From an optimization exercise on the open Yosys and OpenROAD flow, aimed at small area; shortcuts taken in it are not production practice. Only simulation tests tie the RTL to the original design; equivalence was not proved. Power figures rest on the tool's default switching activity, not on a simulated workload.

==> job 2237 <==
==> flow/design.v <==
module fetch_btb #(
  parameter int ENTRIES = 16
) (
  input  logic        clk,
  input  logic        rst_n,
  input  logic [63:0] lookup_pc,
  output logic        taken,
  output logic [63:0] target,
  input  logic        upd,
  input  logic [63:0] upd_pc,
  input  logic [63:0] upd_target,
  input  logic        upd_taken
);
  localparam int IDX = $clog2(ENTRIES);
  localparam logic [1:0] CTR_WEAK_NT = 2'b01;
  localparam logic [1:0] CTR_WEAK_T = 2'b10;
  logic        mem_valid  [ENTRIES];
  logic [63:0] mem_tag    [ENTRIES];
  logic [63:0] mem_target [ENTRIES];
  logic [1:0]  mem_ctr    [ENTRIES];
  logic        rd_valid, ur_valid;
  logic [63:0] rd_tag, rd_target, ur_tag, ur_target;
  logic [1:0]  rd_ctr, ur_ctr, ur_ctr_next;
  logic [IDX-1:0] li, ui;
  logic hit, u_hit;
  always_comb begin
    li = lookup_pc[3 +: IDX];
    ui = upd_pc[3 +: IDX];
    rd_valid = mem_valid[li];
    rd_tag = mem_tag[li];
    rd_target = mem_target[li];
    rd_ctr = mem_ctr[li];
    ur_valid = mem_valid[ui];
    ur_tag = mem_tag[ui];
    ur_target = mem_target[ui];
    ur_ctr = mem_ctr[ui];
    hit = rd_valid && rd_tag == lookup_pc >> (3 + IDX);
    u_hit = ur_valid && ur_tag == upd_pc >> (3 + IDX);
    taken = hit && rd_ctr[1];
    target = rd_target;
    ur_ctr_next = upd_taken ? (ur_ctr == 2'b11 ? ur_ctr : ur_ctr + 2'd1)
                            : (ur_ctr == 2'b00 ? ur_ctr : ur_ctr - 2'd1);
  end
  always_ff @(posedge clk or negedge rst_n) begin
    if (!rst_n) begin
      for (int i = 0; i < ENTRIES; i++) begin
        mem_valid[i] <= 1'b0;
        mem_tag[i] <= '0;
        mem_target[i] <= '0;
        mem_ctr[i] <= CTR_WEAK_NT;
      end
    end else if (upd && u_hit) begin
      mem_valid[ui] <= 1'b1;
      mem_tag[ui] <= ur_tag;
      mem_target[ui] <= upd_taken ? upd_target : ur_target;
      mem_ctr[ui] <= ur_ctr_next;
    end else if (upd && upd_taken) begin
      mem_valid[ui] <= 1'b1;
      mem_tag[ui] <= upd_pc >> (3 + IDX);
      mem_target[ui] <= upd_target;
      mem_ctr[ui] <= CTR_WEAK_T;
    end
  end
endmodule
module fetch
#(
  parameter logic [63:0] RESET_VECTOR = 64'h0,
  parameter int BTB_ENTRIES = 16,
  parameter int FIFO_DEPTH = 2
) (
  input  logic        clk,
  input  logic        rst_n,
  input  logic        stall_in,
  input  logic        flush_in,
  input  logic [63:0] redirect_pc_in,
  input  logic        btb_update_in,
  input  logic [63:0] btb_update_pc_in,
  input  logic [63:0] btb_update_target_in,
  input  logic        btb_update_taken_in,
  output logic        imem_req_valid_out,
  input  logic        imem_req_ready_in,
  output logic [63:0] imem_addr_out,
  input  logic        imem_resp_valid_in,
  input  logic [63:0] imem_resp_data_in,
  output logic        valid_out,
  output logic        bubble_out,
  output logic [63:0] pc_out,
  output logic [63:0] instr_out,
  output logic        branch_predicted_taken_out
);
  localparam int PW = $clog2(FIFO_DEPTH);
  logic [63:0] fetch_pc, pend_pc, btb_target;
  logic pend_pred, outstanding, drop, btb_taken, req_fire, push, pop;
  logic [PW-1:0] rd_ptr, wr_ptr;
  logic [PW:0] count;
  localparam logic [63:0] NOP_INSTR = 64'h0000_0000_0000_0013;
  logic [63:0] fifo_pc    [FIFO_DEPTH];
  logic [63:0] fifo_instr [FIFO_DEPTH];
  logic        fifo_pred  [FIFO_DEPTH];
  logic [63:0] head_pc, head_instr;
  logic        head_pred;
  fetch_btb #(.ENTRIES(BTB_ENTRIES)) u_btb (
    .clk       (clk),
    .rst_n     (rst_n),
    .lookup_pc (fetch_pc),
    .taken     (btb_taken),
    .target    (btb_target),
    .upd       (btb_update_in),
    .upd_pc    (btb_update_pc_in),
    .upd_target(btb_update_target_in),
    .upd_taken (btb_update_taken_in)
  );
  always_comb begin
    pop = !stall_in && count != '0;
    imem_req_valid_out = rst_n && !flush_in && (!outstanding || imem_resp_valid_in) &&
      (count - (PW+1)'(pop) + (PW+1)'(outstanding) < (PW+1)'(FIFO_DEPTH));
    imem_addr_out = fetch_pc;
    req_fire = imem_req_valid_out && imem_req_ready_in;
    push = imem_resp_valid_in && outstanding && !drop && !flush_in;
    head_pc = fifo_pc[rd_ptr];
    head_instr = fifo_instr[rd_ptr];
    head_pred = fifo_pred[rd_ptr];
    bubble_out = !valid_out;
  end
  always_ff @(posedge clk or negedge rst_n) begin
    if (!rst_n) begin
      fetch_pc <= RESET_VECTOR;
      outstanding <= 1'b0;
      drop <= 1'b0;
      pend_pc <= '0;
      pend_pred <= 1'b0;
      rd_ptr <= '0;
      wr_ptr <= '0;
      count <= '0;
      valid_out <= 1'b0;
      pc_out <= '0;
      instr_out <= NOP_INSTR;
      branch_predicted_taken_out <= 1'b0;
    end else if (flush_in) begin
      fetch_pc <= redirect_pc_in & ~64'h7;
      outstanding <= outstanding && !imem_resp_valid_in;
      drop <= outstanding && !imem_resp_valid_in;
      rd_ptr <= '0;
      wr_ptr <= '0;
      count <= '0;
      valid_out <= 1'b0;
      instr_out <= NOP_INSTR;
      branch_predicted_taken_out <= 1'b0;
    end else begin
      if (imem_resp_valid_in && outstanding) begin
        outstanding <= 1'b0;
        drop <= 1'b0;
      end
      if (req_fire) begin
        outstanding <= 1'b1;
        pend_pc <= fetch_pc;
        pend_pred <= btb_taken;
        fetch_pc <= btb_taken ? btb_target & ~64'h7 : fetch_pc + 64'd8;
      end
      if (push) wr_ptr <= wr_ptr + 1'b1;
      if (pop) rd_ptr <= rd_ptr + 1'b1;
      count <= count + (PW+1)'(push) - (PW+1)'(pop);
      if (!stall_in) begin
        valid_out <= pop;
        pc_out <= pop ? head_pc : pc_out;
        instr_out <= pop ? head_instr : NOP_INSTR;
        branch_predicted_taken_out <= pop && head_pred;
      end
    end
  end
  always_ff @(posedge clk) begin
    if (push) begin
      fifo_pc[wr_ptr] <= pend_pc;
      fifo_instr[wr_ptr] <= imem_resp_data_in;
      fifo_pred[wr_ptr] <= pend_pred;
    end
  end
endmodule
==> flow/run.sh <==
#!/bin/bash
# synth_recipe.tcl (not shown) runs the flow's synth.tcl, then flattens the netlist and writes it again
# the make line also repeats each setting of config.mk as NAME=value (left out here)
make -C /OpenROAD-flow-scripts/flow DESIGN_CONFIG=/design/flow/config.mk WORK_HOME=/design/flow/orfs CLKGATE_MAP_FILE= SYNTH_SCRIPT=/design/flow/synth_recipe.tcl finish
==> flow/config.mk <==
export PLATFORM = sky130hd
export DESIGN_NAME = fetch
export DESIGN_NICKNAME = fetch
export VERILOG_FILES = /design/flow/design.v
export SDC_FILE = /design/flow/constraint.sdc
export NUM_CORES = 4
export LEC_CHECK = 0
export CAP_MARGIN = 20
export CORE_MARGIN = 2
export CORE_UTILIZATION = 30
export SLEW_MARGIN = 20
==> flow/constraint.sdc <==
create_clock -name core_clock -period 7.5 [get_ports {clk}]
set_input_delay 1.5000 -clock core_clock [delete_from_list [all_inputs] [get_ports {clk}]]
set_output_delay 1.5000 -clock core_clock [all_outputs]
set_load 0.01 [all_outputs]
==> job 529 (differences from job 2237) <==
==> flow/design.v, changed modules only <==
module fetch_btb #(
  parameter int ENTRIES = 16
) (
  input  logic        clk,
  input  logic        rst_n,
  input  logic [63:0] lookup_pc,
  output logic        taken,
  output logic [63:3] target,
  input  logic        upd,
  input  logic [63:0] upd_pc,
  input  logic [63:0] upd_target,
  input  logic        upd_taken
);
  localparam int IDX = $clog2(ENTRIES);
  localparam int TB = 3 + IDX;   
  logic [ENTRIES-1:0] mem_valid;
  logic [63:TB] mem_tag    [ENTRIES];
  logic [63:3]  mem_target [ENTRIES];
  logic [1:0]   mem_ctr    [ENTRIES];
  logic [IDX-1:0] li, ui;
  logic [63:TB] rd_tag, ur_tag;
  logic [1:0] rd_ctr, ur_ctr, ur_ctr_next;
  logic hit, u_hit;
  logic [ENTRIES-1:0] lsel, usel;
  logic [63:3] target_r;
  always_comb begin
    li = lookup_pc[3 +: IDX];
    ui = upd_pc[3 +: IDX];
    rd_tag = '0; rd_ctr = '0; target_r = '0; ur_tag = '0; ur_ctr = '0;
    for (int i = 0; i < ENTRIES; i++) begin
      lsel[i] = li == IDX'(i);
      usel[i] = ui == IDX'(i);
      rd_tag = rd_tag | ({(64-TB){lsel[i]}} & mem_tag[i]);
      rd_ctr = rd_ctr | ({2{lsel[i]}} & mem_ctr[i]);
      target_r = target_r | ({61{lsel[i]}} & mem_target[i]);
      ur_tag = ur_tag | ({(64-TB){usel[i]}} & mem_tag[i]);
      ur_ctr = ur_ctr | ({2{usel[i]}} & mem_ctr[i]);
    end
    target = target_r;
    hit = mem_valid[li] && rd_tag == lookup_pc[63:TB];
    u_hit = mem_valid[ui] && ur_tag == upd_pc[63:TB];
    taken = hit && rd_ctr[1];
    if (u_hit)
      ur_ctr_next = upd_taken ? (ur_ctr == 2'b11 ? ur_ctr : ur_ctr + 2'd1)
                              : (ur_ctr == 2'b00 ? ur_ctr : ur_ctr - 2'd1);
    else
      ur_ctr_next = 2'b10;
  end
  always_ff @(posedge clk or negedge rst_n) begin
    if (!rst_n) mem_valid <= '0;
    else if (upd && upd_taken) mem_valid[ui] <= 1'b1;
  end
  always_ff @(posedge clk) begin
    if (upd && upd_taken) begin
      mem_tag[ui] <= upd_pc[63:TB];
      mem_target[ui] <= upd_target[63:3];
    end
    if (upd && (u_hit || upd_taken)) mem_ctr[ui] <= ur_ctr_next;
  end
endmodule
module fetch
#(
  parameter logic [63:0] RESET_VECTOR = 64'h0,
  parameter int BTB_ENTRIES = 16,
  parameter int FIFO_DEPTH = 2
) (
  input  logic        clk,
  input  logic        rst_n,
  input  logic        stall_in,
  input  logic        flush_in,
  input  logic [63:0] redirect_pc_in,
  input  logic        btb_update_in,
  input  logic [63:0] btb_update_pc_in,
  input  logic [63:0] btb_update_target_in,
  input  logic        btb_update_taken_in,
  output logic        imem_req_valid_out,
  input  logic        imem_req_ready_in,
  output logic [63:0] imem_addr_out,
  input  logic        imem_resp_valid_in,
  input  logic [63:0] imem_resp_data_in,
  output logic        valid_out,
  output logic        bubble_out,
  output logic [63:0] pc_out,
  output logic [63:0] instr_out,
  output logic        branch_predicted_taken_out
);
  logic [63:3] fetch_pc, btb_target;
  logic outstanding, drop, btb_taken, req_fire, push, pop;
  logic [1:0] head, tail, out_slot, head_inc, tail_inc, tail_nxt;
  logic [1:0] count;
  logic [63:3] slot_pc    [3];
  logic [63:0] slot_instr [3];
  logic [2:0]  slot_pred;
  fetch_btb #(.ENTRIES(BTB_ENTRIES)) u_btb (
    .clk       (clk),
    .rst_n     (rst_n),
    .lookup_pc ({fetch_pc, 3'b000}),
    .taken     (btb_taken),
    .target    (btb_target),
    .upd       (btb_update_in),
    .upd_pc    (btb_update_pc_in),
    .upd_target(btb_update_target_in),
    .upd_taken (btb_update_taken_in)
  );
  always_comb begin
    head_inc = head == 2'd2 ? 2'd0 : head + 2'd1;
    tail_inc = tail == 2'd2 ? 2'd0 : tail + 2'd1;
    out_slot = head == 2'd0 ? 2'd2 : head - 2'd1;
    count = tail == head ? 2'd0 : tail == head_inc ? 2'd1 : 2'd2;
    pop = !stall_in && count != 2'd0;
    imem_req_valid_out = rst_n && !flush_in && (!outstanding || imem_resp_valid_in) &&
      ({1'b0, count} - {2'b0, pop} + {2'b0, outstanding} < 3'd2);
    imem_addr_out = {fetch_pc, 3'b000};
    req_fire = imem_req_valid_out && imem_req_ready_in;
    push = imem_resp_valid_in && outstanding && !drop && !flush_in;
    tail_nxt = push ? tail_inc : tail;
    bubble_out = !valid_out;
    pc_out = {slot_pc[out_slot], 3'b000};
    instr_out = slot_instr[out_slot];
    branch_predicted_taken_out = slot_pred[out_slot];
  end
  always_ff @(posedge clk or negedge rst_n) begin
    if (!rst_n) begin
      fetch_pc <= RESET_VECTOR[63:3];
      outstanding <= 1'b0;
      drop <= 1'b0;
      head <= 2'd0;
      tail <= 2'd0;
      valid_out <= 1'b0;
    end else if (flush_in) begin
      fetch_pc <= redirect_pc_in[63:3];
      outstanding <= outstanding && !imem_resp_valid_in;
      drop <= outstanding && !imem_resp_valid_in;
      head <= 2'd0;
      tail <= 2'd0;
      valid_out <= 1'b0;
    end else begin
      if (imem_resp_valid_in && outstanding) begin
        outstanding <= 1'b0;
        drop <= 1'b0;
      end
      if (req_fire) begin
        outstanding <= 1'b1;
        fetch_pc <= btb_taken ? btb_target : fetch_pc + 61'd1;
      end
      tail <= tail_nxt;
      if (pop) head <= head_inc;
      if (!stall_in) valid_out <= pop;
    end
  end
  always_ff @(posedge clk) begin
    if (req_fire) begin
      slot_pc[tail_nxt] <= fetch_pc;
      slot_pred[tail_nxt] <= btb_taken;
    end
    if (push) slot_instr[tail] <= imem_resp_data_in;
  end
endmodule
==> run_results.csv <==
group,metric,value,unit
run_status,status,"complete, no violations",
critical_path,slowest_stage,"or4_1",
die,die_area,0.332,mm^2
synthesis,synth_area,0.0981,mm^2
place,gp_congestion,0.942,
critical_path,worstPathArrival,6950,ps
critical_path,critPathCapture,"u_btb.mem_ctr[15][1]",
finish,nMultiInputCombCells,3333,
timing,clock_skew,102,ps
finish,largest_reg_flops,976,
pwr,pg_comb,3.83,mW
critical_path,crit_cells,15,
clock_tree,htree_levels,4,
finish,clock_buffers,298,
pwr,pwr_density_cell,263,mW/mm^2
[end of results for job 529]
==> run_results.csv <==
group,metric,value,unit
pwr,pg_comb,11.4,mW
clock_tree,htree_levels,5,
pwr,pwr_density_cell,295,mW/mm^2
die,die_area,0.432,mm^2
run_status,status,"complete, no violations",
critical_path,worstPathArrival,7420,ps
timing,clock_skew,99.5,ps
finish,clock_buffers,423,
finish,largest_reg_flops,1024,
critical_path,critPathCapture,"fetch_pc[37]",
critical_path,slowest_stage,"a211oi_1",
[end of results for job 2237]

[port drivers added, routing unchanged]
Ports are ideal in the flow. The routed layouts listed here were re-timed in OpenROAD.
Step 1 (the two cells are an assumption about what drives the block):
set clk [get_ports {clk}]
set_driving_cell -lib_cell sky130_fd_sc_hd__clkbuf_16 $clk
set_driving_cell -lib_cell sky130_fd_sc_hd__buf_2 [delete_from_list [all_inputs] $clk]
Step 2 times the ports against the registers' clock, not the clock port: input delays grow and output delays shrink by t, the midpoint of the rising clock arrivals with the driver on.
Three values: ideal ports, drivers, drivers and shift; two values: the first two.
run | t (ns) | setup WS [ns] | latest minus earliest clock arrival (ns) | cell pins on the clock port's net
job 2237 | 1.057 | 0.880 / 0.880 / 0.135 | 0.100 / 0.100 | 1
job 529 | 0.984 | 1.135 / 1.169 / 0.201 | 0.113 / 0.113 | 1
After both steps setup and hold are still met in every run listed. For job 529, which loses most, drivers alone change the setup slack by +0.034 ns; drivers and shift together by -0.934 ns.
